This is an optimization exercise on Yosys and OpenROAD, whose aim is small area, a short achievable clock period and few clock cycles per item, not a production implementation. Function was checked by simulation only, so behaviour that the tests miss may differ from the original. Power figures rest on the tool's default switching activity, not on a simulated workload.

$ cat flow/design.v
package sid_pkg;
    localparam int OPERAND_WIDTH = 32;
    localparam int STATUS_W      = 2;
    typedef enum logic [STATUS_W-1:0] {
        ST_OK   = STATUS_W'(0),
        ST_OVF  = STATUS_W'(1),
        ST_DIV0 = STATUS_W'(2)
    } t_status;
    localparam logic [OPERAND_WIDTH-1:0] MIN_VAL  = {1'b1, {(OPERAND_WIDTH-1){1'b0}}};
    localparam logic [OPERAND_WIDTH-1:0] MAX_VAL  = {1'b0, {(OPERAND_WIDTH-1){1'b1}}};
    localparam logic [OPERAND_WIDTH-1:0] ALL_ONES = {OPERAND_WIDTH{1'b1}};
    typedef struct packed {
        logic [OPERAND_WIDTH-1:0] rem;
        logic [OPERAND_WIDTH-1:0] nq;
        logic [OPERAND_WIDTH-1:0] dm;
        logic                     neg;
        t_status                  status;
    } t_stage;
endpackage
module signed_int32_divider (
    input  logic        i_clk,
    input  logic        i_rst_n,
    input  logic        i_req_valid,
    output logic        o_req_ready,
    input  logic [31:0] i_req_numerator,
    input  logic [31:0] i_req_denominator,
    output logic        o_rsp_valid,
    input  logic        i_rsp_ready,
    output logic [31:0] o_rsp_quotient,
    output logic [1:0]  o_rsp_status
);
    localparam logic [5:0] RING_WAIT = 6'd32;  
    logic        r_rdy;      
    logic        r_ov;       
    logic        r_kv;       
    logic [31:0] r_oq;
    logic [1:0]  r_os;
    logic [31:0] r_kq;
    logic [1:0]  r_ks;
    logic        r_park;     
    logic [5:0]  r_cnt;      
    assign o_req_ready = r_rdy;
    logic [31:0] s0_n;
    logic [31:0] s0_dm;
    logic        s0_neg;
    logic        w_park;     
    logic        w_take;     
    assign w_take = i_req_valid & r_rdy;
    assign s0_n   = i_req_numerator[31] ? (~i_req_numerator + 32'd1) : i_req_numerator;
    assign s0_dm  = i_req_denominator[31] ? (~i_req_denominator + 32'd1) : i_req_denominator;
    assign s0_neg = i_req_numerator[31] ^ i_req_denominator[31];
    logic        e_v;        
    logic [31:0] e_q;        
    logic        e_neg;
    logic        e_dz;       
    logic        p0_v;
    logic [31:0] p0_n;
    logic [31:0] p0_dm;      
    logic        p0_neg;
    always_ff @(posedge i_clk) begin
        if (!i_rst_n) p0_v <= 1'b0;
        else          p0_v <= w_park | w_take;
    end
    always_ff @(posedge i_clk) begin
        p0_n   <= w_park ? e_q : s0_n;
        p0_dm  <= w_park ? {31'h7FFF_FFFF, e_dz} : ~s0_dm;
        p0_neg <= w_park ? e_neg : s0_neg;
    end
    logic [0:0] t0_sh;
    logic [1:0] t0_df;
    logic       t0_ge;
    logic [0:0] t0_r;
    logic [0:0] t0_q;
    assign t0_sh = p0_n[31];
    assign t0_df = {1'b0, t0_sh} + {1'b1, p0_dm[0:0]} + 2'd1;
    assign t0_ge = ~t0_df[1] & (&p0_dm[31:1]);
    assign t0_r  = t0_ge ? t0_df[0:0] : t0_sh;
    assign t0_q  = t0_ge;
    logic        p1_v;
    logic [0:0] p1_r;
    logic [0:0] p1_q;
    logic [30:0] p1_n;
    logic [31:0] p1_dm;     
    logic        p1_neg;
    always_ff @(posedge i_clk) begin
        if (!i_rst_n) p1_v <= 1'b0;
        else          p1_v <= p0_v;
    end
    always_ff @(posedge i_clk) begin
        p1_r   <= t0_r;
        p1_q   <= t0_q;
        p1_n   <= p0_n[30:0];
        p1_dm  <= p0_dm;
        p1_neg <= p0_neg;
    end
    logic [31:0] p1_nx;
    assign p1_nx = {{1{1'b0}}, p1_n};
    logic [1:0] t1_sh;
    logic [2:0] t1_df;
    logic       t1_ge;
    logic [1:0] t1_r;
    logic [1:0] t1_q;
    assign t1_sh = {p1_r, p1_nx[30]};
    assign t1_df = {1'b0, t1_sh} + {1'b1, p1_dm[1:0]} + 3'd1;
    assign t1_ge = ~t1_df[2] & (&p1_dm[31:2]);
    assign t1_r  = t1_ge ? t1_df[1:0] : t1_sh;
    assign t1_q  = {p1_q, t1_ge};
    logic        p2_v;
    logic [1:0] p2_r;
    logic [1:0] p2_q;
    logic [29:0] p2_n;
    logic [31:0] p2_dm;     
    logic        p2_neg;
    always_ff @(posedge i_clk) begin
        if (!i_rst_n) p2_v <= 1'b0;
        else          p2_v <= p1_v;
    end
    always_ff @(posedge i_clk) begin
        p2_r   <= t1_r;
        p2_q   <= t1_q;
        p2_n   <= p1_nx[29:0];
        p2_dm  <= p1_dm;
        p2_neg <= p1_neg;
    end
    logic [31:0] p2_nx;
    assign p2_nx = {{2{1'b0}}, p2_n};
    logic [2:0] t2_sh;
    logic [3:0] t2_df;
    logic       t2_ge;
    logic [2:0] t2_r;
    logic [2:0] t2_q;
    assign t2_sh = {p2_r, p2_nx[29]};
    assign t2_df = {1'b0, t2_sh} + {1'b1, p2_dm[2:0]} + 4'd1;
    assign t2_ge = ~t2_df[3] & (&p2_dm[31:3]);
    assign t2_r  = t2_ge ? t2_df[2:0] : t2_sh;
    assign t2_q  = {p2_q, t2_ge};
    logic        p3_v;
    logic [2:0] p3_r;
    logic [2:0] p3_q;
    logic [28:0] p3_n;
    logic [31:0] p3_dm;     
    logic        p3_neg;
    always_ff @(posedge i_clk) begin
        if (!i_rst_n) p3_v <= 1'b0;
        else          p3_v <= p2_v;
    end
    always_ff @(posedge i_clk) begin
        p3_r   <= t2_r;
        p3_q   <= t2_q;
        p3_n   <= p2_nx[28:0];
        p3_dm  <= p2_dm;
        p3_neg <= p2_neg;
    end
    logic [31:0] p3_nx;
    assign p3_nx = {{3{1'b0}}, p3_n};
    logic [3:0] t3_sh;
    logic [4:0] t3_df;
    logic       t3_ge;
    logic [3:0] t3_r;
    logic [3:0] t3_q;
    assign t3_sh = {p3_r, p3_nx[28]};
    assign t3_df = {1'b0, t3_sh} + {1'b1, p3_dm[3:0]} + 5'd1;
    assign t3_ge = ~t3_df[4] & (&p3_dm[31:4]);
    assign t3_r  = t3_ge ? t3_df[3:0] : t3_sh;
    assign t3_q  = {p3_q, t3_ge};
    logic        p4_v;
    logic [3:0] p4_r;
    logic [3:0] p4_q;
    logic [27:0] p4_n;
    logic [31:0] p4_dm;     
    logic        p4_neg;
    always_ff @(posedge i_clk) begin
        if (!i_rst_n) p4_v <= 1'b0;
        else          p4_v <= p3_v;
    end
    always_ff @(posedge i_clk) begin
        p4_r   <= t3_r;
        p4_q   <= t3_q;
        p4_n   <= p3_nx[27:0];
        p4_dm  <= p3_dm;
        p4_neg <= p3_neg;
    end
    logic [31:0] p4_nx;
    assign p4_nx = {{4{1'b0}}, p4_n};
    logic [4:0] t4_sh;
    logic [5:0] t4_df;
    logic       t4_ge;
    logic [4:0] t4_r;
    logic [4:0] t4_q;
    assign t4_sh = {p4_r, p4_nx[27]};
    assign t4_df = {1'b0, t4_sh} + {1'b1, p4_dm[4:0]} + 6'd1;
    assign t4_ge = ~t4_df[5] & (&p4_dm[31:5]);
    assign t4_r  = t4_ge ? t4_df[4:0] : t4_sh;
    assign t4_q  = {p4_q, t4_ge};
    logic        p5_v;
    logic [4:0] p5_r;
    logic [4:0] p5_q;
    logic [26:0] p5_n;
    logic [31:0] p5_dm;     
    logic        p5_neg;
    always_ff @(posedge i_clk) begin
        if (!i_rst_n) p5_v <= 1'b0;
        else          p5_v <= p4_v;
    end
    always_ff @(posedge i_clk) begin
        p5_r   <= t4_r;
        p5_q   <= t4_q;
        p5_n   <= p4_nx[26:0];
        p5_dm  <= p4_dm;
        p5_neg <= p4_neg;
    end
    logic [31:0] p5_nx;
    assign p5_nx = {{5{1'b0}}, p5_n};
    logic [5:0] t5_sh;
    logic [6:0] t5_df;
    logic       t5_ge;
    logic [5:0] t5_r;
    logic [5:0] t5_q;
    assign t5_sh = {p5_r, p5_nx[26]};
    assign t5_df = {1'b0, t5_sh} + {1'b1, p5_dm[5:0]} + 7'd1;
    assign t5_ge = ~t5_df[6] & (&p5_dm[31:6]);
    assign t5_r  = t5_ge ? t5_df[5:0] : t5_sh;
    assign t5_q  = {p5_q, t5_ge};
    logic        p6_v;
    logic [5:0] p6_r;
    logic [5:0] p6_q;
    logic [25:0] p6_n;
    logic [31:0] p6_dm;     
    logic        p6_neg;
    always_ff @(posedge i_clk) begin
        if (!i_rst_n) p6_v <= 1'b0;
        else          p6_v <= p5_v;
    end
    always_ff @(posedge i_clk) begin
        p6_r   <= t5_r;
        p6_q   <= t5_q;
        p6_n   <= p5_nx[25:0];
        p6_dm  <= p5_dm;
        p6_neg <= p5_neg;
    end
    logic [31:0] p6_nx;
    assign p6_nx = {{6{1'b0}}, p6_n};
    logic [6:0] t6_sh;
    logic [7:0] t6_df;
    logic       t6_ge;
    logic [6:0] t6_r;
    logic [6:0] t6_q;
    assign t6_sh = {p6_r, p6_nx[25]};
    assign t6_df = {1'b0, t6_sh} + {1'b1, p6_dm[6:0]} + 8'd1;
    assign t6_ge = ~t6_df[7] & (&p6_dm[31:7]);
    assign t6_r  = t6_ge ? t6_df[6:0] : t6_sh;
    assign t6_q  = {p6_q, t6_ge};
    logic        p7_v;
    logic [6:0] p7_r;
    logic [6:0] p7_q;
    logic [24:0] p7_n;
    logic [31:0] p7_dm;     
    logic        p7_neg;
    always_ff @(posedge i_clk) begin
        if (!i_rst_n) p7_v <= 1'b0;
        else          p7_v <= p6_v;
    end
    always_ff @(posedge i_clk) begin
        p7_r   <= t6_r;
        p7_q   <= t6_q;
        p7_n   <= p6_nx[24:0];
        p7_dm  <= p6_dm;
        p7_neg <= p6_neg;
    end
    logic [31:0] p7_nx;
    assign p7_nx = {{7{1'b0}}, p7_n};
    logic [7:0] t7_sh;
    logic [8:0] t7_df;
    logic       t7_ge;
    logic [7:0] t7_r;
    logic [7:0] t7_q;
    assign t7_sh = {p7_r, p7_nx[24]};
    assign t7_df = {1'b0, t7_sh} + {1'b1, p7_dm[7:0]} + 9'd1;
    assign t7_ge = ~t7_df[8] & (&p7_dm[31:8]);
    assign t7_r  = t7_ge ? t7_df[7:0] : t7_sh;
    assign t7_q  = {p7_q, t7_ge};
    logic        p8_v;
    logic [7:0] p8_r;
    logic [7:0] p8_q;
    logic [23:0] p8_n;
    logic [31:0] p8_dm;     
    logic        p8_neg;
    always_ff @(posedge i_clk) begin
        if (!i_rst_n) p8_v <= 1'b0;
        else          p8_v <= p7_v;
    end
    always_ff @(posedge i_clk) begin
        p8_r   <= t7_r;
        p8_q   <= t7_q;
        p8_n   <= p7_nx[23:0];
        p8_dm  <= p7_dm;
        p8_neg <= p7_neg;
    end
    logic [31:0] p8_nx;
    assign p8_nx = {{8{1'b0}}, p8_n};
    logic [8:0] t8_sh;
    logic [9:0] t8_df;
    logic       t8_ge;
    logic [8:0] t8_r;
    logic [8:0] t8_q;
    assign t8_sh = {p8_r, p8_nx[23]};
    assign t8_df = {1'b0, t8_sh} + {1'b1, p8_dm[8:0]} + 10'd1;
    assign t8_ge = ~t8_df[9] & (&p8_dm[31:9]);
    assign t8_r  = t8_ge ? t8_df[8:0] : t8_sh;
    assign t8_q  = {p8_q, t8_ge};
    logic        p9_v;
    logic [8:0] p9_r;
    logic [8:0] p9_q;
    logic [22:0] p9_n;
    logic [31:0] p9_dm;     
    logic        p9_neg;
    always_ff @(posedge i_clk) begin
        if (!i_rst_n) p9_v <= 1'b0;
        else          p9_v <= p8_v;
    end
    always_ff @(posedge i_clk) begin
        p9_r   <= t8_r;
        p9_q   <= t8_q;
        p9_n   <= p8_nx[22:0];
        p9_dm  <= p8_dm;
        p9_neg <= p8_neg;
    end
    logic [31:0] p9_nx;
    assign p9_nx = {{9{1'b0}}, p9_n};
    logic [9:0] t9_sh;
    logic [10:0] t9_df;
    logic       t9_ge;
    logic [9:0] t9_r;
    logic [9:0] t9_q;
    assign t9_sh = {p9_r, p9_nx[22]};
    assign t9_df = {1'b0, t9_sh} + {1'b1, p9_dm[9:0]} + 11'd1;
    assign t9_ge = ~t9_df[10] & (&p9_dm[31:10]);
    assign t9_r  = t9_ge ? t9_df[9:0] : t9_sh;
    assign t9_q  = {p9_q, t9_ge};
    logic        p10_v;
    logic [9:0] p10_r;
    logic [9:0] p10_q;
    logic [21:0] p10_n;
    logic [31:0] p10_dm;     
    logic        p10_neg;
    always_ff @(posedge i_clk) begin
        if (!i_rst_n) p10_v <= 1'b0;
        else          p10_v <= p9_v;
    end
    always_ff @(posedge i_clk) begin
        p10_r   <= t9_r;
        p10_q   <= t9_q;
        p10_n   <= p9_nx[21:0];
        p10_dm  <= p9_dm;
        p10_neg <= p9_neg;
    end
    logic [31:0] p10_nx;
    assign p10_nx = {{10{1'b0}}, p10_n};
    logic [10:0] t10_sh;
    logic [11:0] t10_df;
    logic       t10_ge;
    logic [10:0] t10_r;
    logic [10:0] t10_q;
    assign t10_sh = {p10_r, p10_nx[21]};
    assign t10_df = {1'b0, t10_sh} + {1'b1, p10_dm[10:0]} + 12'd1;
    assign t10_ge = ~t10_df[11] & (&p10_dm[31:11]);
    assign t10_r  = t10_ge ? t10_df[10:0] : t10_sh;
    assign t10_q  = {p10_q, t10_ge};
    logic        p11_v;
    logic [10:0] p11_r;
    logic [10:0] p11_q;
    logic [20:0] p11_n;
    logic [31:0] p11_dm;     
    logic        p11_neg;
    always_ff @(posedge i_clk) begin
        if (!i_rst_n) p11_v <= 1'b0;
        else          p11_v <= p10_v;
    end
    always_ff @(posedge i_clk) begin
        p11_r   <= t10_r;
        p11_q   <= t10_q;
        p11_n   <= p10_nx[20:0];
        p11_dm  <= p10_dm;
        p11_neg <= p10_neg;
    end
    logic [31:0] p11_nx;
    assign p11_nx = {{11{1'b0}}, p11_n};
    logic [11:0] t11_sh;
    logic [12:0] t11_df;
    logic       t11_ge;
    logic [11:0] t11_r;
    logic [11:0] t11_q;
    assign t11_sh = {p11_r, p11_nx[20]};
    assign t11_df = {1'b0, t11_sh} + {1'b1, p11_dm[11:0]} + 13'd1;
    assign t11_ge = ~t11_df[12] & (&p11_dm[31:12]);
    assign t11_r  = t11_ge ? t11_df[11:0] : t11_sh;
    assign t11_q  = {p11_q, t11_ge};
    logic        p12_v;
    logic [11:0] p12_r;
    logic [11:0] p12_q;
    logic [19:0] p12_n;
    logic [31:0] p12_dm;     
    logic        p12_neg;
    always_ff @(posedge i_clk) begin
        if (!i_rst_n) p12_v <= 1'b0;
        else          p12_v <= p11_v;
    end
    always_ff @(posedge i_clk) begin
        p12_r   <= t11_r;
        p12_q   <= t11_q;
        p12_n   <= p11_nx[19:0];
        p12_dm  <= p11_dm;
        p12_neg <= p11_neg;
    end
    logic [31:0] p12_nx;
    assign p12_nx = {{12{1'b0}}, p12_n};
    logic [12:0] t12_sh;
    logic [13:0] t12_df;
    logic       t12_ge;
    logic [12:0] t12_r;
    logic [12:0] t12_q;
    assign t12_sh = {p12_r, p12_nx[19]};
    assign t12_df = {1'b0, t12_sh} + {1'b1, p12_dm[12:0]} + 14'd1;
    assign t12_ge = ~t12_df[13] & (&p12_dm[31:13]);
    assign t12_r  = t12_ge ? t12_df[12:0] : t12_sh;
    assign t12_q  = {p12_q, t12_ge};
    logic        p13_v;
    logic [12:0] p13_r;
    logic [12:0] p13_q;
    logic [18:0] p13_n;
    logic [31:0] p13_dm;     
    logic        p13_neg;
    always_ff @(posedge i_clk) begin
        if (!i_rst_n) p13_v <= 1'b0;
        else          p13_v <= p12_v;
    end
    always_ff @(posedge i_clk) begin
        p13_r   <= t12_r;
        p13_q   <= t12_q;
        p13_n   <= p12_nx[18:0];
        p13_dm  <= p12_dm;
        p13_neg <= p12_neg;
    end
    logic [31:0] p13_nx;
    assign p13_nx = {{13{1'b0}}, p13_n};
    logic [13:0] t13_sh;
    logic [14:0] t13_df;
    logic       t13_ge;
    logic [13:0] t13_r;
    logic [13:0] t13_q;
    assign t13_sh = {p13_r, p13_nx[18]};
    assign t13_df = {1'b0, t13_sh} + {1'b1, p13_dm[13:0]} + 15'd1;
    assign t13_ge = ~t13_df[14] & (&p13_dm[31:14]);
    assign t13_r  = t13_ge ? t13_df[13:0] : t13_sh;
    assign t13_q  = {p13_q, t13_ge};
    logic        p14_v;
    logic [13:0] p14_r;
    logic [13:0] p14_q;
    logic [17:0] p14_n;
    logic [31:0] p14_dm;     
    logic        p14_neg;
    always_ff @(posedge i_clk) begin
        if (!i_rst_n) p14_v <= 1'b0;
        else          p14_v <= p13_v;
    end
    always_ff @(posedge i_clk) begin
        p14_r   <= t13_r;
        p14_q   <= t13_q;
        p14_n   <= p13_nx[17:0];
        p14_dm  <= p13_dm;
        p14_neg <= p13_neg;
    end
    logic [31:0] p14_nx;
    assign p14_nx = {{14{1'b0}}, p14_n};
    logic [14:0] t14_sh;
    logic [15:0] t14_df;
    logic       t14_ge;
    logic [14:0] t14_r;
    logic [14:0] t14_q;
    assign t14_sh = {p14_r, p14_nx[17]};
    assign t14_df = {1'b0, t14_sh} + {1'b1, p14_dm[14:0]} + 16'd1;
    assign t14_ge = ~t14_df[15] & (&p14_dm[31:15]);
    assign t14_r  = t14_ge ? t14_df[14:0] : t14_sh;
    assign t14_q  = {p14_q, t14_ge};
    logic        p15_v;
    logic [14:0] p15_r;
    logic [14:0] p15_q;
    logic [16:0] p15_n;
    logic [31:0] p15_dm;     
    logic        p15_neg;
    always_ff @(posedge i_clk) begin
        if (!i_rst_n) p15_v <= 1'b0;
        else          p15_v <= p14_v;
    end
    always_ff @(posedge i_clk) begin
        p15_r   <= t14_r;
        p15_q   <= t14_q;
        p15_n   <= p14_nx[16:0];
        p15_dm  <= p14_dm;
        p15_neg <= p14_neg;
    end
    logic [31:0] p15_nx;
    assign p15_nx = {{15{1'b0}}, p15_n};
    logic [15:0] t15_sh;
    logic [16:0] t15_df;
    logic       t15_ge;
    logic [15:0] t15_r;
    logic [15:0] t15_q;
    assign t15_sh = {p15_r, p15_nx[16]};
    assign t15_df = {1'b0, t15_sh} + {1'b1, p15_dm[15:0]} + 17'd1;
    assign t15_ge = ~t15_df[16] & (&p15_dm[31:16]);
    assign t15_r  = t15_ge ? t15_df[15:0] : t15_sh;
    assign t15_q  = {p15_q, t15_ge};
    logic        p16_v;
    logic [15:0] p16_r;
    logic [15:0] p16_q;
    logic [15:0] p16_n;
    logic [31:0] p16_dm;     
    logic        p16_neg;
    always_ff @(posedge i_clk) begin
        if (!i_rst_n) p16_v <= 1'b0;
        else          p16_v <= p15_v;
    end
    always_ff @(posedge i_clk) begin
        p16_r   <= t15_r;
        p16_q   <= t15_q;
        p16_n   <= p15_nx[15:0];
        p16_dm  <= p15_dm;
        p16_neg <= p15_neg;
    end
    logic [31:0] p16_nx;
    assign p16_nx = {{16{1'b0}}, p16_n};
    logic [16:0] t16_sh;
    logic [17:0] t16_df;
    logic       t16_ge;
    logic [16:0] t16_r;
    logic [16:0] t16_q;
    assign t16_sh = {p16_r, p16_nx[15]};
    assign t16_df = {1'b0, t16_sh} + {1'b1, p16_dm[16:0]} + 18'd1;
    assign t16_ge = ~t16_df[17] & (&p16_dm[31:17]);
    assign t16_r  = t16_ge ? t16_df[16:0] : t16_sh;
    assign t16_q  = {p16_q, t16_ge};
    logic        p17_v;
    logic [16:0] p17_r;
    logic [16:0] p17_q;
    logic [14:0] p17_n;
    logic [31:0] p17_dm;     
    logic        p17_neg;
    always_ff @(posedge i_clk) begin
        if (!i_rst_n) p17_v <= 1'b0;
        else          p17_v <= p16_v;
    end
    always_ff @(posedge i_clk) begin
        p17_r   <= t16_r;
        p17_q   <= t16_q;
        p17_n   <= p16_nx[14:0];
        p17_dm  <= p16_dm;
        p17_neg <= p16_neg;
    end
    logic [31:0] p17_nx;
    assign p17_nx = {{17{1'b0}}, p17_n};
    logic [17:0] t17_sh;
    logic [18:0] t17_df;
    logic       t17_ge;
    logic [17:0] t17_r;
    logic [17:0] t17_q;
    assign t17_sh = {p17_r, p17_nx[14]};
    assign t17_df = {1'b0, t17_sh} + {1'b1, p17_dm[17:0]} + 19'd1;
    assign t17_ge = ~t17_df[18] & (&p17_dm[31:18]);
    assign t17_r  = t17_ge ? t17_df[17:0] : t17_sh;
    assign t17_q  = {p17_q, t17_ge};
    logic        p18_v;
    logic [17:0] p18_r;
    logic [17:0] p18_q;
    logic [13:0] p18_n;
    logic [31:0] p18_dm;     
    logic        p18_neg;
    always_ff @(posedge i_clk) begin
        if (!i_rst_n) p18_v <= 1'b0;
        else          p18_v <= p17_v;
    end
    always_ff @(posedge i_clk) begin
        p18_r   <= t17_r;
        p18_q   <= t17_q;
        p18_n   <= p17_nx[13:0];
        p18_dm  <= p17_dm;
        p18_neg <= p17_neg;
    end
    logic [31:0] p18_nx;
    assign p18_nx = {{18{1'b0}}, p18_n};
    logic [18:0] t18_sh;
    logic [19:0] t18_df;
    logic       t18_ge;
    logic [18:0] t18_r;
    logic [18:0] t18_q;
    assign t18_sh = {p18_r, p18_nx[13]};
    assign t18_df = {1'b0, t18_sh} + {1'b1, p18_dm[18:0]} + 20'd1;
    assign t18_ge = ~t18_df[19] & (&p18_dm[31:19]);
    assign t18_r  = t18_ge ? t18_df[18:0] : t18_sh;
    assign t18_q  = {p18_q, t18_ge};
    logic        p19_v;
    logic [18:0] p19_r;
    logic [18:0] p19_q;
    logic [12:0] p19_n;
    logic [31:0] p19_dm;     
    logic        p19_neg;
    always_ff @(posedge i_clk) begin
        if (!i_rst_n) p19_v <= 1'b0;
        else          p19_v <= p18_v;
    end
    always_ff @(posedge i_clk) begin
        p19_r   <= t18_r;
        p19_q   <= t18_q;
        p19_n   <= p18_nx[12:0];
        p19_dm  <= p18_dm;
        p19_neg <= p18_neg;
    end
    logic [31:0] p19_nx;
    assign p19_nx = {{19{1'b0}}, p19_n};
    logic [19:0] t19_sh;
    logic [20:0] t19_df;
    logic       t19_ge;
    logic [19:0] t19_r;
    logic [19:0] t19_q;
    assign t19_sh = {p19_r, p19_nx[12]};
    assign t19_df = {1'b0, t19_sh} + {1'b1, p19_dm[19:0]} + 21'd1;
    assign t19_ge = ~t19_df[20] & (&p19_dm[31:20]);
    assign t19_r  = t19_ge ? t19_df[19:0] : t19_sh;
    assign t19_q  = {p19_q, t19_ge};
    logic        p20_v;
    logic [19:0] p20_r;
    logic [19:0] p20_q;
    logic [11:0] p20_n;
    logic [31:0] p20_dm;     
    logic        p20_neg;
    always_ff @(posedge i_clk) begin
        if (!i_rst_n) p20_v <= 1'b0;
        else          p20_v <= p19_v;
    end
    always_ff @(posedge i_clk) begin
        p20_r   <= t19_r;
        p20_q   <= t19_q;
        p20_n   <= p19_nx[11:0];
        p20_dm  <= p19_dm;
        p20_neg <= p19_neg;
    end
    logic [31:0] p20_nx;
    assign p20_nx = {{20{1'b0}}, p20_n};
    logic [20:0] t20_sh;
    logic [21:0] t20_df;
    logic       t20_ge;
    logic [20:0] t20_r;
    logic [20:0] t20_q;
    assign t20_sh = {p20_r, p20_nx[11]};
    assign t20_df = {1'b0, t20_sh} + {1'b1, p20_dm[20:0]} + 22'd1;
    assign t20_ge = ~t20_df[21] & (&p20_dm[31:21]);
    assign t20_r  = t20_ge ? t20_df[20:0] : t20_sh;
    assign t20_q  = {p20_q, t20_ge};
    logic        p21_v;
    logic [20:0] p21_r;
    logic [20:0] p21_q;
    logic [10:0] p21_n;
    logic [31:0] p21_dm;     
    logic        p21_neg;
    always_ff @(posedge i_clk) begin
        if (!i_rst_n) p21_v <= 1'b0;
        else          p21_v <= p20_v;
    end
    always_ff @(posedge i_clk) begin
        p21_r   <= t20_r;
        p21_q   <= t20_q;
        p21_n   <= p20_nx[10:0];
        p21_dm  <= p20_dm;
        p21_neg <= p20_neg;
    end
    logic [31:0] p21_nx;
    assign p21_nx = {{21{1'b0}}, p21_n};
    logic [21:0] t21_sh;
    logic [22:0] t21_df;
    logic       t21_ge;
    logic [21:0] t21_r;
    logic [21:0] t21_q;
    assign t21_sh = {p21_r, p21_nx[10]};
    assign t21_df = {1'b0, t21_sh} + {1'b1, p21_dm[21:0]} + 23'd1;
    assign t21_ge = ~t21_df[22] & (&p21_dm[31:22]);
    assign t21_r  = t21_ge ? t21_df[21:0] : t21_sh;
    assign t21_q  = {p21_q, t21_ge};
    logic        p22_v;
    logic [21:0] p22_r;
    logic [21:0] p22_q;
    logic [9:0] p22_n;
    logic [31:0] p22_dm;     
    logic        p22_neg;
    always_ff @(posedge i_clk) begin
        if (!i_rst_n) p22_v <= 1'b0;
        else          p22_v <= p21_v;
    end
    always_ff @(posedge i_clk) begin
        p22_r   <= t21_r;
        p22_q   <= t21_q;
        p22_n   <= p21_nx[9:0];
        p22_dm  <= p21_dm;
        p22_neg <= p21_neg;
    end
    logic [31:0] p22_nx;
    assign p22_nx = {{22{1'b0}}, p22_n};
    logic [22:0] t22_sh;
    logic [23:0] t22_df;
    logic       t22_ge;
    logic [22:0] t22_r;
    logic [22:0] t22_q;
    assign t22_sh = {p22_r, p22_nx[9]};
    assign t22_df = {1'b0, t22_sh} + {1'b1, p22_dm[22:0]} + 24'd1;
    assign t22_ge = ~t22_df[23] & (&p22_dm[31:23]);
    assign t22_r  = t22_ge ? t22_df[22:0] : t22_sh;
    assign t22_q  = {p22_q, t22_ge};
    logic        p23_v;
    logic [22:0] p23_r;
    logic [22:0] p23_q;
    logic [8:0] p23_n;
    logic [31:0] p23_dm;     
    logic        p23_neg;
    always_ff @(posedge i_clk) begin
        if (!i_rst_n) p23_v <= 1'b0;
        else          p23_v <= p22_v;
    end
    always_ff @(posedge i_clk) begin
        p23_r   <= t22_r;
        p23_q   <= t22_q;
        p23_n   <= p22_nx[8:0];
        p23_dm  <= p22_dm;
        p23_neg <= p22_neg;
    end
    logic [31:0] p23_nx;
    assign p23_nx = {{23{1'b0}}, p23_n};
    logic [23:0] t23_sh;
    logic [24:0] t23_df;
    logic       t23_ge;
    logic [23:0] t23_r;
    logic [23:0] t23_q;
    assign t23_sh = {p23_r, p23_nx[8]};
    assign t23_df = {1'b0, t23_sh} + {1'b1, p23_dm[23:0]} + 25'd1;
    assign t23_ge = ~t23_df[24] & (&p23_dm[31:24]);
    assign t23_r  = t23_ge ? t23_df[23:0] : t23_sh;
    assign t23_q  = {p23_q, t23_ge};
    logic        p24_v;
    logic [23:0] p24_r;
    logic [23:0] p24_q;
    logic [7:0] p24_n;
    logic [31:0] p24_dm;     
    logic        p24_neg;
    always_ff @(posedge i_clk) begin
        if (!i_rst_n) p24_v <= 1'b0;
        else          p24_v <= p23_v;
    end
    always_ff @(posedge i_clk) begin
        p24_r   <= t23_r;
        p24_q   <= t23_q;
        p24_n   <= p23_nx[7:0];
        p24_dm  <= p23_dm;
        p24_neg <= p23_neg;
    end
    logic [31:0] p24_nx;
    assign p24_nx = {{24{1'b0}}, p24_n};
    logic [24:0] t24_sh;
    logic [25:0] t24_df;
    logic       t24_ge;
    logic [24:0] t24_r;
    logic [24:0] t24_q;
    assign t24_sh = {p24_r, p24_nx[7]};
    assign t24_df = {1'b0, t24_sh} + {1'b1, p24_dm[24:0]} + 26'd1;
    assign t24_ge = ~t24_df[25] & (&p24_dm[31:25]);
    assign t24_r  = t24_ge ? t24_df[24:0] : t24_sh;
    assign t24_q  = {p24_q, t24_ge};
    logic        p25_v;
    logic [24:0] p25_r;
    logic [24:0] p25_q;
    logic [6:0] p25_n;
    logic [31:0] p25_dm;     
    logic        p25_neg;
    always_ff @(posedge i_clk) begin
        if (!i_rst_n) p25_v <= 1'b0;
        else          p25_v <= p24_v;
    end
    always_ff @(posedge i_clk) begin
        p25_r   <= t24_r;
        p25_q   <= t24_q;
        p25_n   <= p24_nx[6:0];
        p25_dm  <= p24_dm;
        p25_neg <= p24_neg;
    end
    logic [31:0] p25_nx;
    assign p25_nx = {{25{1'b0}}, p25_n};
    logic [25:0] t25_sh;
    logic [26:0] t25_df;
    logic       t25_ge;
    logic [25:0] t25_r;
    logic [25:0] t25_q;
    assign t25_sh = {p25_r, p25_nx[6]};
    assign t25_df = {1'b0, t25_sh} + {1'b1, p25_dm[25:0]} + 27'd1;
    assign t25_ge = ~t25_df[26] & (&p25_dm[31:26]);
    assign t25_r  = t25_ge ? t25_df[25:0] : t25_sh;
    assign t25_q  = {p25_q, t25_ge};
    logic        p26_v;
    logic [25:0] p26_r;
    logic [25:0] p26_q;
    logic [5:0] p26_n;
    logic [31:0] p26_dm;     
    logic        p26_neg;
    always_ff @(posedge i_clk) begin
        if (!i_rst_n) p26_v <= 1'b0;
        else          p26_v <= p25_v;
    end
    always_ff @(posedge i_clk) begin
        p26_r   <= t25_r;
        p26_q   <= t25_q;
        p26_n   <= p25_nx[5:0];
        p26_dm  <= p25_dm;
        p26_neg <= p25_neg;
    end
    logic [31:0] p26_nx;
    assign p26_nx = {{26{1'b0}}, p26_n};
    logic [26:0] t26_sh;
    logic [27:0] t26_df;
    logic       t26_ge;
    logic [26:0] t26_r;
    logic [26:0] t26_q;
    assign t26_sh = {p26_r, p26_nx[5]};
    assign t26_df = {1'b0, t26_sh} + {1'b1, p26_dm[26:0]} + 28'd1;
    assign t26_ge = ~t26_df[27] & (&p26_dm[31:27]);
    assign t26_r  = t26_ge ? t26_df[26:0] : t26_sh;
    assign t26_q  = {p26_q, t26_ge};
    logic        p27_v;
    logic [26:0] p27_r;
    logic [26:0] p27_q;
    logic [4:0] p27_n;
    logic [31:0] p27_dm;     
    logic        p27_neg;
    always_ff @(posedge i_clk) begin
        if (!i_rst_n) p27_v <= 1'b0;
        else          p27_v <= p26_v;
    end
    always_ff @(posedge i_clk) begin
        p27_r   <= t26_r;
        p27_q   <= t26_q;
        p27_n   <= p26_nx[4:0];
        p27_dm  <= p26_dm;
        p27_neg <= p26_neg;
    end
    logic [31:0] p27_nx;
    assign p27_nx = {{27{1'b0}}, p27_n};
    logic [27:0] t27_sh;
    logic [28:0] t27_df;
    logic       t27_ge;
    logic [27:0] t27_r;
    logic [27:0] t27_q;
    assign t27_sh = {p27_r, p27_nx[4]};
    assign t27_df = {1'b0, t27_sh} + {1'b1, p27_dm[27:0]} + 29'd1;
    assign t27_ge = ~t27_df[28] & (&p27_dm[31:28]);
    assign t27_r  = t27_ge ? t27_df[27:0] : t27_sh;
    assign t27_q  = {p27_q, t27_ge};
    logic        p28_v;
    logic [27:0] p28_r;
    logic [27:0] p28_q;
    logic [3:0] p28_n;
    logic [31:0] p28_dm;     
    logic        p28_neg;
    always_ff @(posedge i_clk) begin
        if (!i_rst_n) p28_v <= 1'b0;
        else          p28_v <= p27_v;
    end
    always_ff @(posedge i_clk) begin
        p28_r   <= t27_r;
        p28_q   <= t27_q;
        p28_n   <= p27_nx[3:0];
        p28_dm  <= p27_dm;
        p28_neg <= p27_neg;
    end
    logic [31:0] p28_nx;
    assign p28_nx = {{28{1'b0}}, p28_n};
    logic [28:0] t28_sh;
    logic [29:0] t28_df;
    logic       t28_ge;
    logic [28:0] t28_r;
    logic [28:0] t28_q;
    assign t28_sh = {p28_r, p28_nx[3]};
    assign t28_df = {1'b0, t28_sh} + {1'b1, p28_dm[28:0]} + 30'd1;
    assign t28_ge = ~t28_df[29] & (&p28_dm[31:29]);
    assign t28_r  = t28_ge ? t28_df[28:0] : t28_sh;
    assign t28_q  = {p28_q, t28_ge};
    logic        p29_v;
    logic [28:0] p29_r;
    logic [28:0] p29_q;
    logic [2:0] p29_n;
    logic [31:0] p29_dm;     
    logic        p29_neg;
    always_ff @(posedge i_clk) begin
        if (!i_rst_n) p29_v <= 1'b0;
        else          p29_v <= p28_v;
    end
    always_ff @(posedge i_clk) begin
        p29_r   <= t28_r;
        p29_q   <= t28_q;
        p29_n   <= p28_nx[2:0];
        p29_dm  <= p28_dm;
        p29_neg <= p28_neg;
    end
    logic [31:0] p29_nx;
    assign p29_nx = {{29{1'b0}}, p29_n};
    logic [29:0] t29_sh;
    logic [30:0] t29_df;
    logic       t29_ge;
    logic [29:0] t29_r;
    logic [29:0] t29_q;
    assign t29_sh = {p29_r, p29_nx[2]};
    assign t29_df = {1'b0, t29_sh} + {1'b1, p29_dm[29:0]} + 31'd1;
    assign t29_ge = ~t29_df[30] & (&p29_dm[31:30]);
    assign t29_r  = t29_ge ? t29_df[29:0] : t29_sh;
    assign t29_q  = {p29_q, t29_ge};
    logic        p30_v;
    logic [29:0] p30_r;
    logic [29:0] p30_q;
    logic [1:0] p30_n;
    logic [31:0] p30_dm;     
    logic        p30_neg;
    always_ff @(posedge i_clk) begin
        if (!i_rst_n) p30_v <= 1'b0;
        else          p30_v <= p29_v;
    end
    always_ff @(posedge i_clk) begin
        p30_r   <= t29_r;
        p30_q   <= t29_q;
        p30_n   <= p29_nx[1:0];
        p30_dm  <= p29_dm;
        p30_neg <= p29_neg;
    end
    logic [31:0] p30_nx;
    assign p30_nx = {{30{1'b0}}, p30_n};
    logic [30:0] t30_sh;
    logic [31:0] t30_df;
    logic       t30_ge;
    logic [30:0] t30_r;
    logic [30:0] t30_q;
    assign t30_sh = {p30_r, p30_nx[1]};
    assign t30_df = {1'b0, t30_sh} + {1'b1, p30_dm[30:0]} + 32'd1;
    assign t30_ge = ~t30_df[31] & (&p30_dm[31:31]);
    assign t30_r  = t30_ge ? t30_df[30:0] : t30_sh;
    assign t30_q  = {p30_q, t30_ge};
    logic        p31_v;
    logic [30:0] p31_r;
    logic [30:0] p31_q;
    logic [0:0] p31_n;
    logic [31:0] p31_dm;     
    logic        p31_neg;
    always_ff @(posedge i_clk) begin
        if (!i_rst_n) p31_v <= 1'b0;
        else          p31_v <= p30_v;
    end
    always_ff @(posedge i_clk) begin
        p31_r   <= t30_r;
        p31_q   <= t30_q;
        p31_n   <= p30_nx[0:0];
        p31_dm  <= p30_dm;
        p31_neg <= p30_neg;
    end
    logic [31:0] p31_nx;
    assign p31_nx = {{31{1'b0}}, p31_n};
    logic [31:0] t31_sh;
    logic [32:0] t31_df;
    logic       t31_ge;
    logic [31:0] t31_q;
    assign t31_sh = {p31_r, p31_nx[0]};
    assign t31_df = {1'b0, t31_sh} + {1'b1, p31_dm[31:0]} + 33'd1;
    assign t31_ge = ~t31_df[32];
    assign t31_q  = {p31_q, t31_ge};
    logic        p32_v;
    logic [31:0] p32_q;
    logic        p32_neg;
    logic        p32_dz;
    always_ff @(posedge i_clk) begin
        if (!i_rst_n) p32_v <= 1'b0;
        else          p32_v <= p31_v;
    end
    always_ff @(posedge i_clk) begin
        p32_q   <= t31_q;
        p32_neg <= p31_neg;
        p32_dz  <= &p31_dm;
    end
    assign e_v   = p32_v;
    assign e_q   = p32_q;
    assign e_neg = p32_neg;
    assign e_dz  = p32_dz;
    logic [31:0] f_q;
    logic [31:0] f_low;      
    logic        f_ovf;
    logic [31:0] f_quot;
    logic [1:0]  f_st;
    assign f_ovf  = ~e_neg & e_q[31];
    assign f_low[0] = 1'b0;
    for (genvar i = 1; i < 32; i++) begin : g_low
        assign f_low[i] = |e_q[i-1:0];
    end
    assign f_q    = e_neg ? (e_q ^ f_low) : e_q;
    assign f_quot = e_dz ? 32'd0 : (f_ovf ? 32'h7FFF_FFFF : f_q);
    assign f_st   = e_dz ? 2'd2 : (f_ovf ? 2'd1 : 2'd0);
    logic w_head;    
    logic w_outok;   
    logic w_push;    
    logic w_oen;     
    logic w_kv;      
    logic w_parkn;   
    assign w_head  = r_park & (r_cnt == 6'd0);
    assign w_outok = ~r_kv & (~r_park | w_head);
    assign w_push  = e_v & w_outok;
    assign w_park  = e_v & ~w_outok;
    assign w_oen   = ~r_ov | i_rsp_ready;
    assign w_kv    = (r_kv | w_push) & ~w_oen;
    assign w_parkn = w_park | (r_park & ~w_head);
    always_ff @(posedge i_clk) begin
        if (!i_rst_n) begin
            r_ov   <= 1'b0;
            r_kv   <= 1'b0;
            r_park <= 1'b0;
            r_rdy  <= 1'b1;
        end else begin
            if (w_oen) r_ov <= r_kv | w_push;
            r_kv   <= w_kv;
            r_park <= w_parkn;
            r_rdy  <= ~w_parkn & ~(p31_v & w_kv);
        end
    end
    always_ff @(posedge i_clk) begin
        if (w_park & (~r_park | w_head)) r_cnt <= RING_WAIT;
        else                             r_cnt <= r_cnt - 6'd1;
    end
    always_ff @(posedge i_clk) begin
        if (w_oen) begin
            r_oq <= r_kv ? r_kq : f_quot;
            r_os <= r_kv ? r_ks : f_st;
        end
        if (~r_kv) begin
            r_kq <= f_quot;
            r_ks <= f_st;
        end
    end
    assign o_rsp_valid    = r_ov;
    assign o_rsp_quotient = r_oq;
    assign o_rsp_status   = r_os;
endmodule
$ cat flow/run.sh
#!/bin/bash
# synth_recipe.tcl (not shown) runs the flow's synth.tcl, then flattens the netlist and writes it again
# the make line also repeats each setting of config.mk as NAME=value (left out here)
make -C /OpenROAD-flow-scripts/flow DESIGN_CONFIG=/design/flow/config.mk WORK_HOME=/design/flow/orfs CLKGATE_MAP_FILE= SYNTH_SCRIPT=/design/flow/synth_recipe.tcl finish
$ cat flow/config.mk
export PLATFORM = sky130hd
export DESIGN_NAME = signed_int32_divider
export DESIGN_NICKNAME = signed_int32_divider
export VERILOG_FILES = /design/flow/design.v
export SDC_FILE = /design/flow/constraint.sdc
export NUM_CORES = 4
export LEC_CHECK = 0
export ABC_AREA = 1
export CAP_MARGIN = 20
export CORE_MARGIN = 2
export CORE_UTILIZATION = 60
export CTS_CLUSTER_DIAMETER = 60
export CTS_CLUSTER_SIZE = 20
export SETUP_SLACK_MARGIN = 1.8
export SLEW_MARGIN = 20
$ cat flow/constraint.sdc
create_clock -name core_clock -period 4.4 [get_ports {i_clk}]
set_input_delay 0.8800 -clock core_clock [delete_from_list [all_inputs] [get_ports {i_clk}]]
set_output_delay 0.8800 -clock core_clock [all_outputs]
set_load 0.01 [all_outputs]
==> results of run 1 <==
area by class of cell:
type | count | area, um^2
sequential | 2721 | 54800
fill | 13000 | 53700
multi-input combinational | 7056 | 36800
inverter | 1292 | 4880
clock buffer | 196 | 4700
tap | 2160 | 2700
timing repair buffer | 138 | 1380
clock inverter | 81 | 1340
antenna | 4 | 10.0
timing repair inverter | 1 | 5.00
report_power, final:
group / total [uW] / internal, uW / switching [uW]
sequential: 27900 / 26700 / 1250
clock: 17400 / 8480 / 8920
combinational: 8960 / 3260 / 5700
total: 54300 / 38400 / 15900
layer usage:
metal	share of wire [%]	wire length [um]	global-route usage, %
met1	45	107000	38.1
met2	47	112000	48.1
met3	5.2	12400	3.77
met4	3.2	7540	9.42
met5	0.0046	11	0
worst register-to-register path: cells and delay by family (launching register included):
kind	cells	cell delay [ns]
and+or+nand+nor	5	1.67
DFF	1	0.47
buffers and inverters	1	0.33
kinds of logic (layout without fill, tap and decap cells):
group	Yosys count	in the layout	synth area share [%]
adders and majority gates	565	565	7.54
xor gates and xnor gates	283	283	2.56
AOI/OAI and AO/OA	1014	1015	5.64
other	0	4	0
DFF	2721	2721	56.6
and+or+nand+nor	5189	5193	22.0
buffers and inverters	1402	1708	5.64
repair_timing:
action / CTS / global route
gates resized for setup: 60 / 66
setup endpoints to repair: 220 / 260
cloned: 1 / 5
pin swaps: 1 / 5
setup buffers: 3 / 14
per-stage QoR:
step,hold WS [ns],std cells,instance area [um^2]
finish,0.288,13600,107000
global route,0.285,13600,107000
CTS,0.277,13600,106000
detailed placement,0.312,13300,100000
global placement,0.310,13300,100000
floorplan,0.310,11200,96800
cells in the final DEF (no fill, tap or decap), types with 9 or more instances in the layout:
cell type / instances
xnor2_1: 180
a21o_1: 31
clkdlybuf4s50_1: 67
nor2_1: 617
a31oi_1: 10
o211ai_1: 14
nand2_1: 3514
o21a_1: 11
nor3_1: 81
clkinvlp_4: 10
nor4_1: 40
nand2_2: 18
edfxtp_1: 34
o21ai_1: 119
clkinv_16: 13
inv_12: 9
clkinv_4: 9
or2_2: 9
a21oi_1: 423
nor2_2: 15
ha_1: 534
dfxtp_1: 2685
nand3b_1: 25
dlygate4sd2_1: 35
nand2_4: 20
inv_1: 1273
inv_6: 12
buf_4: 21
o21bai_1: 49
clkbuf_16: 184
and2_1: 28
nand4_1: 200
nand3_1: 601
o21ai_0: 321
fa_1: 30
clkinv_8: 11
xor2_1: 103
path summary, 6_finish.rpt:
path	to	startpoint	slack (ns)	depth (start not counted)
max	p23_r[18]$_DFF_P_	p22_dm[23]$_DFF_P_	1.82	6
min	p20_q[12]$_DFF_P_	p19_q[11]$_DFF_P_	0.29	0
max reg2reg	p23_r[18]$_DFF_P_	p22_dm[23]$_DFF_P_	1.82	6
min reg2reg	p20_q[12]$_DFF_P_	p19_q[11]$_DFF_P_	0.29	0
==> impl_metrics.json, run 1 <==
{
  "clk_path_buf_depth": 3,
  "vias": 70700,
  "syn-num-nets": 11800,
  "grt_max_degree": 61,
  "setup_slack_ns": 1.82,
  "synth_area_per_cell_um2": 8.66,
  "via_per_inst": 5.18,
  "antenna_found_initial": 6,
  "post-route-util_pct": 66.5,
  "crit_slowest_cell": "nor4_1",
  "ctsHtreeMaxLevel": 4,
  "post-dp-hpwl_mm": 184,
  "path_max_fanout": 8,
  "ys.flop_type": "dfxtp_1",
  "area_growth_pct": 10.2,
  "drtIter0Drc": 5493,
  "peakVddDrop_mv": 0.462,
  "final_antenna_net_count": 0,
  "required_ns": 5.16,
  "relSlewSlack_pct": 10.4,
  "critPathBufInv": 1,
  "path_clk_slew_ns": 0.08,
  "ys_warn_count": 1,
  "max_freq_mhz": 388,
  "hold_buffers": 0,
  "synth_cells": 11200,
  "grt_remaining_overflow": 0,
  "core-area_um2": 160000,
  "critical_path.cell_chain": "nand2_1 -> nor4_1 -> nand2_1 -> inv_1 -> nand2_1 -> nand2_1",
  "syn_area_um2": 96800,
  "fin_crit_sh_pct": 58.6,
  "crit_top_cell": "nand2_1",
  "drc": 0,
  "wl_per_cell_um": 17.5,
  "synth_top_cell_area_share_pct": 55.6,
  "synth_area_leaders": "dfxtp_1 (56%), nand2_1 (14%), ha_1 (6.9%)",
  "yosysMostFrequentCell": "nand2_1",
  "initial_core_util_pct": 60.4,
  "final.setup.tns_ns": 0,
  "nNetsFinal": 12000,
  "cp.arrival_ns": 3.34,
  "critPathLaunchType": "register",
  "gp_congestion": 0.975,
  "routed_wl_mm": 239,
  "crit_path_max_incr_delay_ns": 0.90,
  "grt_usage_pct": 28.6,
  "grt_pass1_vias": 68400,
  "grt_pass1_wl_mm": 370,
  "fin_crit_ns": 2.58,
  "cts_buffers": 184,
  "final_hold_viol_count": 0,
  "worstSetupEndpointType": "register",
  "cts_sinks": 2721,
  "synth-seq-area-share_pct": 56.6,
  "drv_cap": 0,
  "p_leak_uw": 0.0525,
  "firstDrtPassIters": 8,
  "post-place-ws_ns": 1.39,
  "die_y_um": 406,
  "hp-class": "register to register",
  "setup_viol": 0,
  "worstSetupPathType": "register to register",
  "status": "finished clean",
  "layout-drive-gt1-share_pct": 3.67,
  "root_buffer": "clkbuf_16",
  "rows": 147,
  "clock_latency_ns": 0.88,
  "synth_top_cell_by_area": "dfxtp_1",
  "io_pins": 104,
  "ys_ff_latch": 2721,
  "synth_cell_types": 55,
  "grt_setup_unrepaired": "true",
  "die_area_um2": 165000,
  "synthArstFlopShare_pct": 0,
  "skew_ns": 0.0630,
  "power.total_uw": 54300,
  "critical-path-top-delay-family": "simple AND/OR/NAND/NOR gates",
  "fp.dieW_um": 406,
  "powerDensity_nw_per_um2": 509,
  "netlist_top_cells_count": "nand2_1 (3531), dfxtp_1 (2687), inv_1 (1277)",
  "synth_edf_count": 34,
  "cts_tree": "built",
  "tightest_slew_ns": 1.33,
  "report.final.slew_viol_count": 0,
  "io_buffers": 103
}
Testbench counts, summed over its fixed seeds: cycles 9,872, items 9,600.
==> inputs of run 2 (changes only) <==
--- a/flow/config.mk
+++ b/flow/config.mk
@@ -6,10 +6,10 @@
 export NUM_CORES = 4
 export LEC_CHECK = 0
 export ABC_AREA = 1
-export CAP_MARGIN = 20
+export CAP_MARGIN = 30
 export CORE_MARGIN = 2
 export CORE_UTILIZATION = 60
-export CTS_CLUSTER_DIAMETER = 60
-export CTS_CLUSTER_SIZE = 20
+export CTS_CLUSTER_DIAMETER = 80
+export CTS_CLUSTER_SIZE = 30
 export SETUP_SLACK_MARGIN = 1.8
-export SLEW_MARGIN = 20
+export SLEW_MARGIN = 30
==> run 2 against run 1 <==
  * Final cell count decreased by 0.59%
  * Register-to-register slack improved by 0.06 ns
  * Power fell by 5.1%
  * Still clean on timing, DRC and antenna
  * Highest routed layer is now met4
==> impl_metrics.json, run 2 <==
{
  "path_max_fanout": 1,
  "wl_per_cell_um": 17.4,
  "critPathLaunchType": "register",
  "crit_path_max_incr_delay_ns": 0.66,
  "clock_latency_ns": 0.82,
  "rows": 147,
  "ys.flop_type": "dfxtp_1",
  "final.setup.tns_ns": 0,
  "critPathBufInv": 1,
  "area_growth_pct": 8.45,
  "stdcell_count": 13600,
  "routed_wl_mm": 237,
  "cts_buffers": 131,
  "report.final.slew_viol_count": 0,
  "synth_top_cell_area_share_pct": 55.6,
  "status": "finished clean",
  "via_per_inst": 5.15,
  "critical-path-top-delay-family": "flip-flops",
  "vias": 69900,
  "initial_core_util_pct": 60.4,
  "fin_crit_sh_pct": 58.6,
  "fp.dieW_um": 406,
  "io_pins": 104,
  "crit_slowest_cell": "edfxtp_1",
  "final_antenna_net_count": 0,
  "peakVddDrop_mv": 0.467,
  "required_ns": 3.52,
  "syn-num-nets": 11800,
  "post-dp-hpwl_mm": 184,
  "synth_edf_count": 34,
  "pwr-share-comb_pct": 17.4,
  "worstSetupPathType": "register to output pin",
  "layout-drive-gt1-share_pct": 2.97,
  "nNetsFinal": 12000,
  "relSlewSlack_pct": 12.0,
  "cts_sinks": 2721,
  "switching_share_pct": 29.7,
  "drc": 0,
  "min-delay-start": "p20_q[5]$_DFF_P_",
  "die_y_um": 406,
  "most-common-layout-cells": "nand2_1 (3513), dfxtp_1 (2686), inv_1 (1274)",
  "p_leak_uw": 0.0517,
  "grt_setup_unrepaired": "true",
  "synth-seq-area-share_pct": 56.6,
  "hold_buffers": 0,
  "internal_power_uw": 36200,
  "layout_commonest_cell": "nand2_1",
  "p_clk_share_pct": 28.4,
  "powerDensity_nw_per_um2": 491,
  "root_buffer": "clkbuf_16",
  "ctsHtreeMaxLevel": 4,
  "drv_cap": 0,
  "synthArstFlopShare_pct": 0,
  "tightest_slew_ns": 1.31,
  "gp_congestion": 0.975,
  "firstDrtPassIters": 6,
  "synth_cell_types": 55,
  "holdWs_ns": 0.314,
  "r2r_start": "p27_dm[25]$_DFF_P_",
  "io_buffers": 103,
  "grt_max_degree": 61,
  "synth_cells": 11200,
  "drtIter0Drc": 5207,
  "cts_tree": "built",
  "dpl.cell_count": 13300,
  "antenna_found_initial": 14,
  "yosysMostFrequentCell": "nand2_1",
  "cp.arrival_ns": 1.70,
  "path_clk_slew_ns": 0.10,
  "max_freq_mhz": 388,
  "critical_path.cell_chain": "clkbuf_2",
  "fin_crit_ns": 2.58,
  "crit_start": "r_oq[19]$_DFFE_PP_",
  "synth_area_leaders": "dfxtp_1 (56%), nand2_1 (14%), ha_1 (6.9%)",
  "skew_ns": 0.0321,
  "post-route-util_pct": 65.4,
  "synth_area_per_cell_um2": 8.66,
  "clk_path_buf_depth": 3,
  "p_seq_share_pct": 54.2,
  "ys_ff_latch": 2721,
  "core-area_um2": 160000,
  "final_hold_viol_count": 0,
  "netlist_top_cells_count": "nand2_1 (3531), dfxtp_1 (2687), inv_1 (1277)",
  "synth_top_cell_by_area": "dfxtp_1",
  "grt_usage_pct": 28.4,
  "grt_pass1_wl_mm": 368,
  "die_area_um2": 165000,
  "grt_remaining_overflow": 0,
  "hp-class": "register to register",
  "power.switching_uw": 15300,
  "syn_area_um2": 96800,
  "grt_pass1_vias": 67600,
  "setup_viol": 0,
  "worstSetupEndpointType": "output pin",
  "ys_warn_count": 1
}
-- run 2: final cells by class --
class / count / area (um^2)
fillers: 13300 / 55400
flip-flops and latches: 2721 / 54800
multi-input cells: 7055 / 36800
inverters: 1292 / 4880
clock buffers: 139 / 3390
well taps: 2160 / 2700
repair buffers: 131 / 1270
clock inverters: 64 / 1070
diodes: 6 / 15.0
repair inverters: 1 / 7.51
-- run 2: power by group through the flow --
stage / clock network [uW] / logic, uW / registers (uW)
5_1_grt: 15800 / 10100 / 28100
2_1_floorplan: 0 / 6590 / 27900
3_3_place_gp: 0 / 8580 / 28500
4_1_cts: 14900 / 8760 / 28000
6_report: 14600 / 8940 / 27900
3_5_place_dp: 0 / 8740 / 28500
-- run 2: final timing paths --
kind                                           end  slack (ns)  depth (start not counted)
worst max register to register   p28_r[11]$_DFF_P_        1.88                         11
worst min register to register    p21_q[6]$_DFF_P_        0.31                          0
worst min-delay path              p21_q[6]$_DFF_P_        0.31                          0
worst max-delay path            o_rsp_quotient[19]        1.82                          1
-- run 2: routing by layer --
layer	global-route usage (%)	part of all wire [%]	vias up
li1	-	-	35700
met1	37.9	45	32100
met2	47.6	47	1687
met3	4.02	5.2	379
met4	8.81	3.1	0
met5	0	0	-
-- run 2: through the flow --
stage                     area (um^2)  total power, uW  setup slack, ns
after floorplan                 96800            34500             2.23
after global placement         100000            37000             1.35
after detailed placement       100000            37200             1.40
after CTS                      105000            51700             1.69
after global routing           105000            54000             1.74
final                          105000            51500             1.82
-- run 2: logic make-up (layout without fill, tap and decap cells) --
kind of cell | count (synthesis) | count (layout) | synth area share, %
buf+inv | 1402 | 1627 | 5.64
compound gates | 1014 | 1015 | 5.64
flops | 2721 | 2721 | 56.6
fa+ha+maj | 565 | 565 | 7.54
other cells | 0 | 6 | 0
xor+xnor | 283 | 283 | 2.56
simple gates | 5189 | 5192 | 22.0
-- run 2: timing repair --
action,in CTS,in global routing
resized for setup,58,56
gates cloned,1,4
pin swaps,1,6
endpoints found under the setup margin,231,256
buffers inserted,0,10
endpoints found under the hold margin,0,0
==> inputs of run 3 (changes only) <==
--- a/flow/config.mk
+++ b/flow/config.mk
@@ -8,7 +8,7 @@
 export ABC_AREA = 1
 export CAP_MARGIN = 30
 export CORE_MARGIN = 2
-export CORE_UTILIZATION = 60
+export CORE_UTILIZATION = 55
 export CTS_CLUSTER_DIAMETER = 80
 export CTS_CLUSTER_SIZE = 30
 export SETUP_SLACK_MARGIN = 1.8
==> run 3 against run 2 <==
  * Largest cell class unchanged
  * Sequential power hardly changed
  * Still clean
  * Power is 1.3% higher
  * Global-route usage is 2.8 points lower
==> impl_metrics.json, run 3 <==
{
  "rows": 153,
  "clk_path_buf_depth": 3,
  "syn-num-nets": 11800,
  "nNetsFinal": 12000,
  "fp.dieW_um": 424,
  "cts_buffers": 137,
  "skew_ns": 0.0451,
  "synth_area_per_cell_um2": 8.66,
  "powerDensity_nw_per_um2": 493,
  "root_buffer": "clkbuf_16",
  "initial_core_util_pct": 55.5,
  "ys_ff_latch": 2721,
  "synth_top_cell_area_share_pct": 55.6,
  "r2r_start": "p26_dm[0]$_DFF_P_",
  "area_growth_pct": 9.38,
  "ctsHtreeMaxLevel": 4,
  "post_dp_cell_area_um2": 100000,
  "cts_tree": "built",
  "critical_path.cell_chain": "inv_1 -> ha_1 -> fa_1 -> nor2_1 -> nor2_1 -> o21ai_1 -> nand2_1 -> nand3_1 -> nand2_1 -> nand2_1 -> nand2_1 -> nand2_1",
  "final_hold_viol_count": 0,
  "yosysMostFrequentCell": "nand2_1",
  "final_antenna_net_count": 0,
  "routed_wl_mm": 236,
  "min-delay-start": "p21_q[1]$_DFF_P_",
  "fin_crit_ns": 2.52,
  "worstSetupPathType": "register to register",
  "r2r_end": "p27_r[22]$_DFF_P_",
  "via_per_inst": 5.07,
  "firstDrtPassIters": 8,
  "status": "finished clean",
  "clock_latency_ns": 0.84,
  "fin_crit_sh_pct": 57.3,
  "synth_cell_types": 55,
  "cp.arrival_ns": 3.28,
  "nFillCells": 15300,
  "gp_congestion": 0.986,
  "io_pins": 104,
  "cts_sinks": 2721,
  "p_leak_uw": 0.0520,
  "core-area_um2": 174000,
  "die_y_um": 424,
  "crit_start": "p26_dm[0]$_DFF_P_",
  "grt_pass1_vias": 66100,
  "ys.flop_type": "dfxtp_1",
  "drc": 0,
  "grt_setup_unrepaired": "true",
  "io_buffers": 103,
  "crit_path_max_incr_delay_ns": 0.46,
  "reg2regPathDepth": 12,
  "crit_slowest_cell": "fa_1",
  "grt_usage_pct": 25.6,
  "required_ns": 5.16,
  "synth-seq-area-share_pct": 56.6,
  "fin_area_um2": 106000,
  "most-common-layout-cells": "nand2_1 (3511), dfxtp_1 (2683), inv_1 (1272)",
  "worstSetupEndpointType": "register",
  "path_max_fanout": 3,
  "synthArstFlopShare_pct": 0,
  "report.final.slew_viol_count": 0,
  "netlist_top_cells_count": "nand2_1 (3531), dfxtp_1 (2687), inv_1 (1277)",
  "ys_warn_count": 1,
  "grt_pass1_wl_mm": 363,
  "max_freq_mhz": 396,
  "relSlewSlack_pct": 14.1,
  "layout-drive-gt1-share_pct": 3.38,
  "vias": 69800,
  "grt_max_degree": 61,
  "die_area_um2": 179000,
  "synth_edf_count": 34,
  "drtIter0Drc": 5204,
  "tightest_slew_ns": 1.28,
  "syn_area_um2": 96800,
  "hp-class": "register to register",
  "wl_per_cell_um": 17.2,
  "critPathLaunchType": "register",
  "layout_commonest_cell": "nand2_1",
  "final.setup.tns_ns": 0,
  "setup.worst_path.end": "p27_r[22]$_DFF_P_",
  "setup_viol": 0,
  "path_clk_slew_ns": 0.10,
  "crit_top_cell": "nand2_1",
  "synth_area_leaders": "dfxtp_1 (56%), nand2_1 (14%), ha_1 (6.9%)",
  "synth_top_cell_by_area": "dfxtp_1",
  "peakVddDrop_mv": 0.396,
  "grt_remaining_overflow": 0,
  "synth_cells": 11200,
  "rrSetupSlack_ns": 1.88,
  "antenna_found_initial": 3,
  "hold_buffers": 0,
  "drv_cap": 0,
  "post-dp-hpwl_mm": 184
}
[run 3: cell counts after synthesis]
Identical to the previous run, type by type.
[run 3: through the flow]
step	instances	setup slack [ns]	power, uW	utilization, %	hold WS (ns)
2_1_floorplan	11200	2.23	34500	-	0.310
3_3_place_gp	13500	1.36	37100	57.5	0.310
3_5_place_dp	13500	1.32	37200	57.5	0.312
4_1_cts	13700	1.78	52400	60.3	0.312
5_1_grt	13800	1.79	54900	60.7	0.321
6_report	13800	1.88	52200	60.7	0.312
[run 3: cell families after synthesis]
family                     Yosys count  share of synthesized area [%]
xor gates and xnor gates           283                           2.56
DFF                               2721                           56.6
adders and majority gates          565                           7.54
and+or+nand+nor                   5189                           22.0
buffers and inverters             1402                           5.64
AOI/OAI and AO/OA                 1014                           5.64
[run 3: area by class of cell]
class | count | area [um^2] | share of cell area, %
clock buffer | 142 | 3480 | 3.29
timing repair buffer | 149 | 1450 | 1.37
timing repair inverter | 1 | 7.51 | 0.00709
multi-input combinational | 7061 | 36900 | 34.9
sequential | 2721 | 54800 | 51.8
tap | 2325 | 2910 | 2.75
clock inverter | 74 | 1390 | 1.31
antenna | 2 | 5.00 | 0.00473
inverter | 1292 | 4880 | 4.61
[run 3: worst min path at each step]
stage          cells past startpoint                end
6_report                           0   p22_q[2]$_DFF_P_
5_1_grt                            0  p28_q[25]$_DFF_P_
4_1_cts                            0   p22_q[2]$_DFF_P_
3_5_place_dp                       0   p16_n[8]$_DFF_P_
3_3_place_gp                       0  p23_q[12]$_DFF_P_
2_1_floorplan                      0   p10_n[0]$_DFF_P_
[run 3: critical path: cells and delay by family, from the launching register on]
kind                       cells  cell delay (ns)
AOI/OAI and AO/OA              1             0.45
buffers and inverters          1             0.05
and+or+nand+nor                8             0.92
DFF                            1             0.37
adders and majority gates      2             0.68
[run 3: metal layers]
| layer | part of all wire, % | GRT usage (%) |
|---|---|---|
| met5 | 0 | 0 |
| met3 | 5.0 | 3.30 |
| met4 | 2.8 | 7.46 |
| met1 | 46 | 35.0 |
| met2 | 46 | 42.4 |
[run 3: repair_timing]
item / in CTS / in global routing
buffers inserted: 0 / 23
setup endpoints to repair: 263 / 326
pin swaps: 0 / 11
endpoints found under the hold margin: 0 / 0
gates resized for setup: 68 / 65
gates cloned: 1 / 11
[run 3: power breakdown]
part | switching (uW) | total [uW] | internal (uW)
Clock | 8700 | 15300 | 6620
Sequential | 1230 | 27900 | 26700
Combinational | 5690 | 8950 | 3260

[static timing again, ports no longer ideal]
How much do the figures lean on ideal ports? The routed layouts below were timed once more, with nothing changed but the port constraints.
Step 1, drivers: a clkbuf_16 drives i_clk and a buf_2 each remaining input, both assumed.
Step 2 adds t to the input delays and takes it off the output delays; t is the mean of the earliest and latest rising clock arrival at the registers after step 1. Input paths then give back, and output paths get back, about the clock's delay inside the block.
Slacks: ideal ports / drivers / drivers and shift; pairs: ideal ports / drivers.
| run | shift t [ns] | setup slack, ns | worst slew at a driven data input, ns | cell pins on the clock port's net |
|---|---|---|---|---|
| run 1 | 0.941 | 1.821 / 1.784 / 1.386 | 0.18 | 1 |
| run 2 | 0.889 | 1.820 / 1.737 / 1.393 | 0.19 | 1 |
| run 3 | 0.912 | 1.877 / 1.814 / 1.408 | 0.06 | 1 |
After both steps setup and hold are still met in every run listed. The setup slack of run 3, which loses most, moves by -0.063 ns with the drivers and by -0.469 ns with both steps.
